This design comes from an exercise in tuning for a short achievable clock period and few clock cycles on the open sky130 flow, not from production work.
The RTL was checked by simulation tests, not by an equivalence proof against the original design.
Power and IR drop assume default switching activity.

`flow/config.mk`:
```
export PLATFORM = sky130hd
export DESIGN_NAME = rv_top
export DESIGN_NICKNAME = rv_top
export VERILOG_FILES = /design/flow/design.v
export SDC_FILE = /design/flow/constraint.sdc
export NUM_CORES = 4
export LEC_CHECK = 0
export CAP_MARGIN = 20
export CORE_MARGIN = 2
export CORE_UTILIZATION = 40
export PLACE_DENSITY = 0.6
export SLEW_MARGIN = 20
```
`flow/constraint.sdc`:
```
create_clock -name core_clock -period 10.0 [get_ports {clk_i}]
set_input_delay 2.0000 -clock core_clock [delete_from_list [all_inputs] [get_ports {clk_i}]]
set_output_delay 2.0000 -clock core_clock [all_outputs]
set_load 0.01 [all_outputs]
```
`flow/design.v`:
```
`timescale 1ns/100ps
package rv_pkg;
    typedef logic [31:0] word_t;                        
    typedef logic [31:0] addr_t;                        
    typedef logic [4:0]  reg_idx_t;                     
    typedef logic [6:0]  opcode_t;                      
    localparam opcode_t OP_R      = 7'b0110011;         
    localparam opcode_t OP_I      = 7'b0010011;         
    localparam opcode_t OP_LOAD   = 7'b0000011;         
    localparam opcode_t OP_STORE  = 7'b0100011;         
    localparam opcode_t OP_BRANCH = 7'b1100011;         
    localparam opcode_t OP_JAL    = 7'b1101111;
    localparam opcode_t OP_LUI    = 7'b0110111;
    typedef logic [3:0] alu_op_e;
    localparam alu_op_e ALU_ADD    = 4'd0;
    localparam alu_op_e ALU_SUB    = 4'd1;              
    localparam alu_op_e ALU_AND    = 4'd2;
    localparam alu_op_e ALU_OR     = 4'd3;
    localparam alu_op_e ALU_XOR    = 4'd4;
    localparam alu_op_e ALU_SLL    = 4'd5;
    localparam alu_op_e ALU_SRL    = 4'd6;
    localparam alu_op_e ALU_SRA    = 4'd7;
    localparam alu_op_e ALU_PASS_B = 4'd8;              
    typedef logic [1:0] wb_sel_e;
    localparam wb_sel_e WB_ALU = 2'd0;                  
    localparam wb_sel_e WB_MEM = 2'd1;                  
    localparam wb_sel_e WB_PC4 = 2'd2;                  
    typedef logic [2:0] imm_fmt_e;
    localparam imm_fmt_e IMM_I = 3'd0;
    localparam imm_fmt_e IMM_S = 3'd1;
    localparam imm_fmt_e IMM_B = 3'd2;
    localparam imm_fmt_e IMM_J = 3'd3;
    localparam imm_fmt_e IMM_U = 3'd4;
    typedef logic [2:0] seq_state_e;
    localparam seq_state_e S_FETCH  = 3'd0;             
    localparam seq_state_e S_DECODE = 3'd1;             
    localparam seq_state_e S_EXEC   = 3'd2;             
    localparam seq_state_e S_MEM    = 3'd3;             
    localparam seq_state_e S_WB     = 3'd4;             
endpackage
`timescale 1ns/100ps
module rv_top #(
    parameter rv_pkg::addr_t RESET_PC = '0
) (
    input  logic          clk_i,
    input  logic          rst_i,
    output logic          wb_cyc_o,
    output logic          wb_stb_o,
    output logic          wb_we_o,
    output rv_pkg::addr_t wb_adr_o,
    output rv_pkg::word_t wb_dat_o,
    input  rv_pkg::word_t wb_dat_i,
    input  logic          wb_ack_i
);
    localparam logic [3:0] A_ADD = 4'd0, A_SUB = 4'd1, A_AND = 4'd2, A_OR = 4'd3,
                           A_XOR = 4'd4, A_SLL = 4'd5, A_SRL = 4'd6, A_SRA = 4'd7,
                           A_B   = 4'd8, A_PC4 = 4'd9;
    logic        cyc_q;                                 
    logic        mem_q;                                 
    logic        we_q;
    logic        ld_q;                                  
    rv_pkg::addr_t pc_q;                                
    rv_pkg::word_t rs1v_q;
    rv_pkg::word_t rs2v_q;
    rv_pkg::word_t opa_q;                               
    rv_pkg::word_t opb_q;
    rv_pkg::word_t alub_q;                              
    logic [3:0]  aluop_q;
    logic        jal_q;
    logic        br_q;
    logic        brne_q;                                
    logic [4:0]  rd_q;
    logic        wr_q;                                  
    rv_pkg::word_t regs [1:31];
    rv_pkg::word_t insn;
    logic [6:0]    op;
    logic [2:0]    f3;
    logic          is_r, is_i, is_ld, is_st, is_br, is_jal, is_lui;
    rv_pkg::word_t imm_i, imm_s, imm_b, imm_j, imm_u;
    rv_pkg::word_t rd1, rd2;
    assign insn   = wb_dat_i;
    assign op     = insn[6:0];
    assign f3     = insn[14:12];
    assign is_r   = (op == rv_pkg::OP_R);
    assign is_i   = (op == rv_pkg::OP_I);
    assign is_ld  = (op == rv_pkg::OP_LOAD);
    assign is_st  = (op == rv_pkg::OP_STORE);
    assign is_br  = (op == rv_pkg::OP_BRANCH);
    assign is_jal = (op == rv_pkg::OP_JAL);
    assign is_lui = (op == rv_pkg::OP_LUI);
    assign imm_i = {{20{insn[31]}}, insn[31:20]};
    assign imm_s = {{20{insn[31]}}, insn[31:25], insn[11:7]};
    assign imm_b = {{20{insn[31]}}, insn[7], insn[30:25], insn[11:8], 1'b0};
    assign imm_j = {{12{insn[31]}}, insn[19:12], insn[20], insn[30:21], 1'b0};
    assign imm_u = {insn[31:12], 12'b0};
    assign rd1 = (insn[19:15] == 5'd0) ? '0 : regs[insn[19:15]];
    assign rd2 = (insn[24:20] == 5'd0) ? '0 : regs[insn[24:20]];
    logic fetch_ack, data_ack;
    assign fetch_ack = cyc_q && !mem_q && wb_ack_i;
    assign data_ack  = cyc_q &&  mem_q && wb_ack_i;
    logic [3:0] aluop;
    always_comb begin
        aluop = A_ADD;
        if (is_r || is_i) begin
            case (f3)
                3'b000:  aluop = (is_r && insn[30]) ? A_SUB : A_ADD;
                3'b111:  aluop = A_AND;
                3'b110:  aluop = A_OR;
                3'b100:  aluop = A_XOR;
                3'b001:  aluop = A_SLL;
                3'b101:  aluop = insn[30] ? A_SRA : A_SRL;
                default: aluop = A_ADD;
            endcase
        end else if (is_lui) begin
            aluop = A_B;
        end else if (is_jal) begin
            aluop = A_PC4;
        end
    end
    rv_pkg::addr_t pc4, sum;
    logic          taken, use_pc4;
    assign pc4     = pc_q + 32'd4;
    assign sum     = opa_q + opb_q;
    assign taken   = jal_q || (br_q && (brne_q ^ (rs1v_q == rs2v_q)));
    assign use_pc4 = !mem_q && !taken;
    assign wb_cyc_o = cyc_q;
    assign wb_stb_o = cyc_q;
    assign wb_we_o  = we_q;
    assign wb_adr_o = use_pc4 ? pc4 : sum;
    assign wb_dat_o = rs2v_q;
    rv_pkg::word_t alu_y;
    always_comb begin
        case (aluop_q)
            A_ADD:   alu_y = rs1v_q + alub_q;
            A_SUB:   alu_y = rs1v_q - alub_q;
            A_AND:   alu_y = rs1v_q & alub_q;
            A_OR:    alu_y = rs1v_q | alub_q;
            A_XOR:   alu_y = rs1v_q ^ alub_q;
            A_SLL:   alu_y = rs1v_q << alub_q[4:0];
            A_SRL:   alu_y = rs1v_q >> alub_q[4:0];
            A_SRA:   alu_y = $signed(rs1v_q) >>> alub_q[4:0];
            A_B:     alu_y = alub_q;
            default: alu_y = pc4;
        endcase
    end
    always_ff @(posedge clk_i) begin
        if (rst_i) begin
            cyc_q  <= 1'b0;
            mem_q  <= 1'b0;
            we_q   <= 1'b0;
            ld_q   <= 1'b0;
            pc_q   <= RESET_PC - 32'd4;                 
            jal_q  <= 1'b0;
            br_q   <= 1'b0;
            wr_q   <= 1'b0;
        end else begin
            cyc_q <= 1'b1;
            wr_q  <= 1'b0;
            if (fetch_ack) begin
                pc_q    <= wb_adr_o;
                rs1v_q  <= rd1;
                rs2v_q  <= rd2;
                opa_q   <= (is_ld || is_st) ? rd1 : wb_adr_o;
                opb_q   <= is_st ? imm_s : is_ld ? imm_i : is_jal ? imm_j : imm_b;
                alub_q  <= is_r ? rd2 : is_i ? imm_i : imm_u;
                aluop_q <= aluop;
                jal_q   <= is_jal;
                br_q    <= is_br;
                brne_q  <= insn[12];
                rd_q    <= insn[11:7];
                mem_q   <= is_ld || is_st;
                we_q    <= is_st;
                ld_q    <= is_ld && (insn[11:7] != 5'd0);
                wr_q    <= (is_r || is_i || is_lui || is_jal) && (insn[11:7] != 5'd0);
            end else if (data_ack) begin
                mem_q <= 1'b0;
                we_q  <= 1'b0;
                ld_q  <= 1'b0;
            end
        end
    end
    always_ff @(posedge clk_i) begin
        if (rst_i) begin
            for (int i = 1; i < 32; i++) begin
                regs[i] <= '0;
            end
        end else if (wr_q) begin
            regs[rd_q] <= alu_y;
        end else if (data_ack && ld_q) begin
            regs[rd_q] <= wb_dat_i;
        end
    end
endmodule
```
`flow/run.sh`:
```
#!/bin/bash
# synth_recipe.tcl (not shown) runs the flow's synth.tcl, then flattens the netlist and writes it again
# the make line also repeats each setting of config.mk as NAME=value (left out here)
make -C /OpenROAD-flow-scripts/flow DESIGN_CONFIG=/design/flow/config.mk WORK_HOME=/design/flow/orfs CLKGATE_MAP_FILE= SYNTH_SCRIPT=/design/flow/synth_recipe.tcl finish
```
==> results.txt <==
-- per-layer routing --
metal	part of all wire	GRT usage	vias up
li1	-	-	20750
met1	0.37	0.3753	26200
met2	0.46	0.4394	3146
met3	0.11	0.07118	566
met4	0.056	0.1397	12
met5	0.00030	0	-
-- where the power goes --
group | total (mW) | internal, mW | switching (mW) | leakage, nW
Clock | 4.97 | 2.78 | 2.19 | 2.10
Combinational | 2.19 | 0.796 | 1.39 | 14.0
Sequential | 5.94 | 5.81 | 0.131 | 12.3
-- critical path, cell delays in order (launching register included) --
cell             delay, ns
edfxtp_1              0.83
xnor2_1               0.20
nand4_1               0.22
nor4_1                0.64
nand2_1               0.27
xnor2_1               0.23
a211oi_4              0.26
buf_4                 0.59
mux2i_1               0.56
clkdlybuf4s50_1       0.66
-- registers in the layout, summed over array words and instances, names as in the netlist, 4 cells and up --
name / count
opa_q: 32
rs2v_q: 32
opb_q: 21
regs: 1024
pc_q: 32
rs1v_q: 32
aluop_q: 4
rd_q: 5
alub_q: 32
-- worst paths after layout --
check,startpoint,endpoint,slack (ns),cells after the start
max,rs1v_q[4],wb_adr_o[14],2.74,9
min,jal_q,jal_q,0.50,2
min reg2reg,jal_q,jal_q,0.50,2
max reg2reg,alub_q[0],regs[2][31],3.61,21
-- cell usage after synthesis (14+ instances only) --
master / n / share of area
a21oi_1: 205 / 0.014
and2_1: 14 / 0.0012
dfxtp_1: 39 / 0.011
mux2_2: 29 / 0.0046
a21o_1: 31 / 0.0033
nand2_1: 258 / 0.014
a31oi_1: 42 / 0.0037
nor4_1: 21 / 0.0018
a221oi_1: 22 / 0.0027
buf_1: 47 / 0.0025
clkbuf_1: 306 / 0.016
nor3_1: 79 / 0.0055
inv_1: 134 / 0.0070
nand4_1: 35 / 0.0031
mux2i_1: 122 / 0.017
nand3_1: 55 / 0.0038
edfxtp_1: 1183 / 0.50
xor2_1: 24 / 0.0029
a22oi_1: 16 / 0.0017
and3_1: 18 / 0.0016
mux4_2: 690 / 0.22
nor2_1: 1256 / 0.066
ha_1: 129 / 0.023
buf_4: 24 / 0.0025
o221ai_1: 15 / 0.0018
nand2b_1: 14 / 0.0012
o21ai_0: 120 / 0.0084
xnor2_1: 115 / 0.014
a211oi_1: 22 / 0.0023
o21a_1: 16 / 0.0017
o22ai_1: 17 / 0.0015
buf_2: 147 / 0.010
o211ai_1: 18 / 0.0019
-- cell type report --
| type | instances | area (µm²) | share of cell area |
|---|---|---|---|
| Tap cell | 2355 | 2947 | 0.03732 |
| Timing Repair Buffer | 241 | 2232 | 0.02827 |
| Antenna cell | 7 | 17.52 | 0.0002219 |
| Inverter | 145 | 549.3 | 0.006958 |
| Sequential cell | 1222 | 36300 | 0.4599 |
| Multi-Input combinational cell | 3614 | 32590 | 0.4128 |
| Clock inverter | 70 | 608.1 | 0.007703 |
| Clock buffer | 178 | 3697 | 0.04683 |
-- cell usage in the layout (no fill, tap or decap), drive strengths merged, types with 122 or more instances in the layout --
| master | netlist | routed |
|---|---|---|
| a21oi | 211 | 211 |
| clkbuf | 308 | 178 |
| edfxtp | 1183 | 1183 |
| o21ai | 132 | 132 |
| mux2i | 122 | 122 |
| mux4 | 702 | 702 |
| buf | 232 | 151 |
| ha | 129 | 129 |
| nor2 | 1257 | 1257 |
| nand2 | 258 | 258 |
| inv | 142 | 147 |
-- logic make-up after synthesis --
family          share of synthesized area
compound gates                    0.06182
xor+xnor                          0.01702
fa+ha+maj                         0.02312
simple gates                       0.1059
buf+inv                           0.04140
mux                                0.2433
flops                              0.5075
-- per-stage QoR --
| step | utilization | hold WS (ns) |
|---|---|---|
| after global placement | 0.4185 | 0.4739 |
| after CTS | 0.4432 | 0.4945 |
| after floorplan | - | 0.4361 |
| after global routing | 0.4433 | 0.4994 |
| after detailed placement | 0.4190 | 0.4791 |
| final | 0.4434 | 0.4959 |
==> results.ini <==
[status]
status=finished clean

[cts]
ctsHoldBuffers=0
cts_tree=done
path_clk_slew_ns=0.06
postCtsSetupBuffers=0
cts-root-buf=clkbuf_16
cts_buffers=137
cts_max_level=4
postCtsResizedCells=0
clk_latency_ns=0.80
cts.sinks=1222
clockBufferDepth=3

[critical_path]
cp.required_ns=8.00
crit_arrival_ns=5.26
crit_type=reg2out
critPathLaunchType=flip-flop
critPathMaxFanout=64
endpoint_kind=primary output

[route]
drcViolationCount=0
ant_nets=0
wl_mm=261.0
post_drt_wl_per_cell_um=33.33
drtPass1Iterations=6
drtIter0Drc=7345
via_per_inst=6.469
vias=50670

[timing]
rsz0062_at_grt=no
tightest_slew_ns=1.289
setup_slack_ns=2.744
report.final.slew_viol_count=0
hold_viol_final=0
finalCritPeriodShare=0.7256
report.final.setup_viol=0
tns_ns=0
fmax_ghz=0.1378
min_period_ns=7.256
max_slew_margin=0.1373
skew_ns=0.03469

[power_and_ir_drop]
powerDensity_nw_per_um2=165.9
power.leakage_nw=28.40
peakVddDrop_v=0.0001608
finalPower_mw=13.10

[place]
dp.final_hpwl_mm=173.3
dp_cells=7576
port_buffers=101
place.gp.congestion=0.9886
placed_area_um2=74600
post-place-ws_ns=3.236

[floorplanning]
coreArea_um2=178000
fp-row-count=155
die_h_um=426.9
die_w_um=426.9
die-area_um2=182300
initial_core_util=0.4018
boundaryPins=102

[global_routing]
grt.total_usage=0.2846
grt_pass1_vias=48800
grt_max_degree=147
antenna_found_initial=10
grt_first_pass_wirelength_mm=368.7
overflow=0

[run]
max_cap_viol_count=0

[yosys]
syn_area_per_cell_um2=12.96
yosysWarnings=1
ys_async_sr_fraction=0
ys_ff_latch=1222
synth_edf_count=1183
synth_seq_area_share=0.5075
synth_nets=5687
synth_top_flop_cell=edfxtp_1
yosysUniqueCellTypes=104
syn_area_um2=71540
syn_inst=5521

[final_layout]
nets=5527
stdcell_count=7832
postLayoutCellArea_um2=78950
fillers=16010
drive_above_1_share=0.2176
syn_to_final_growth_pct=10.35

[hold_path]
hold_class=reg2reg

Testbench counts, summed over its fixed seeds: cycles 69,042.

==> re-timing with driven ports <==
In the flow no input, the clock included, has a driving cell. The finished layout below was timed again as built, in two steps. Step 1, drivers: a clkbuf_16 drives clk_i and a buf_2 each remaining input, both assumed. Step 2 also shifts input and output timing later by t, the mid clock arrival at the registers, as if the neighbouring blocks saw the same clock. Slacks: no drivers / after step 1 / after step 2; pairs: no drivers / after step 1.
shift t [ns]: 0.865
setup slack, ns: 2.744 / 2.662 / 3.101
worst hold slack (ns): 0.496 / 0.496 / 0.496
After both steps setup and hold are still met in this run. For this run, drivers alone change the setup slack by -0.082 ns; drivers and shift together by +0.357 ns.
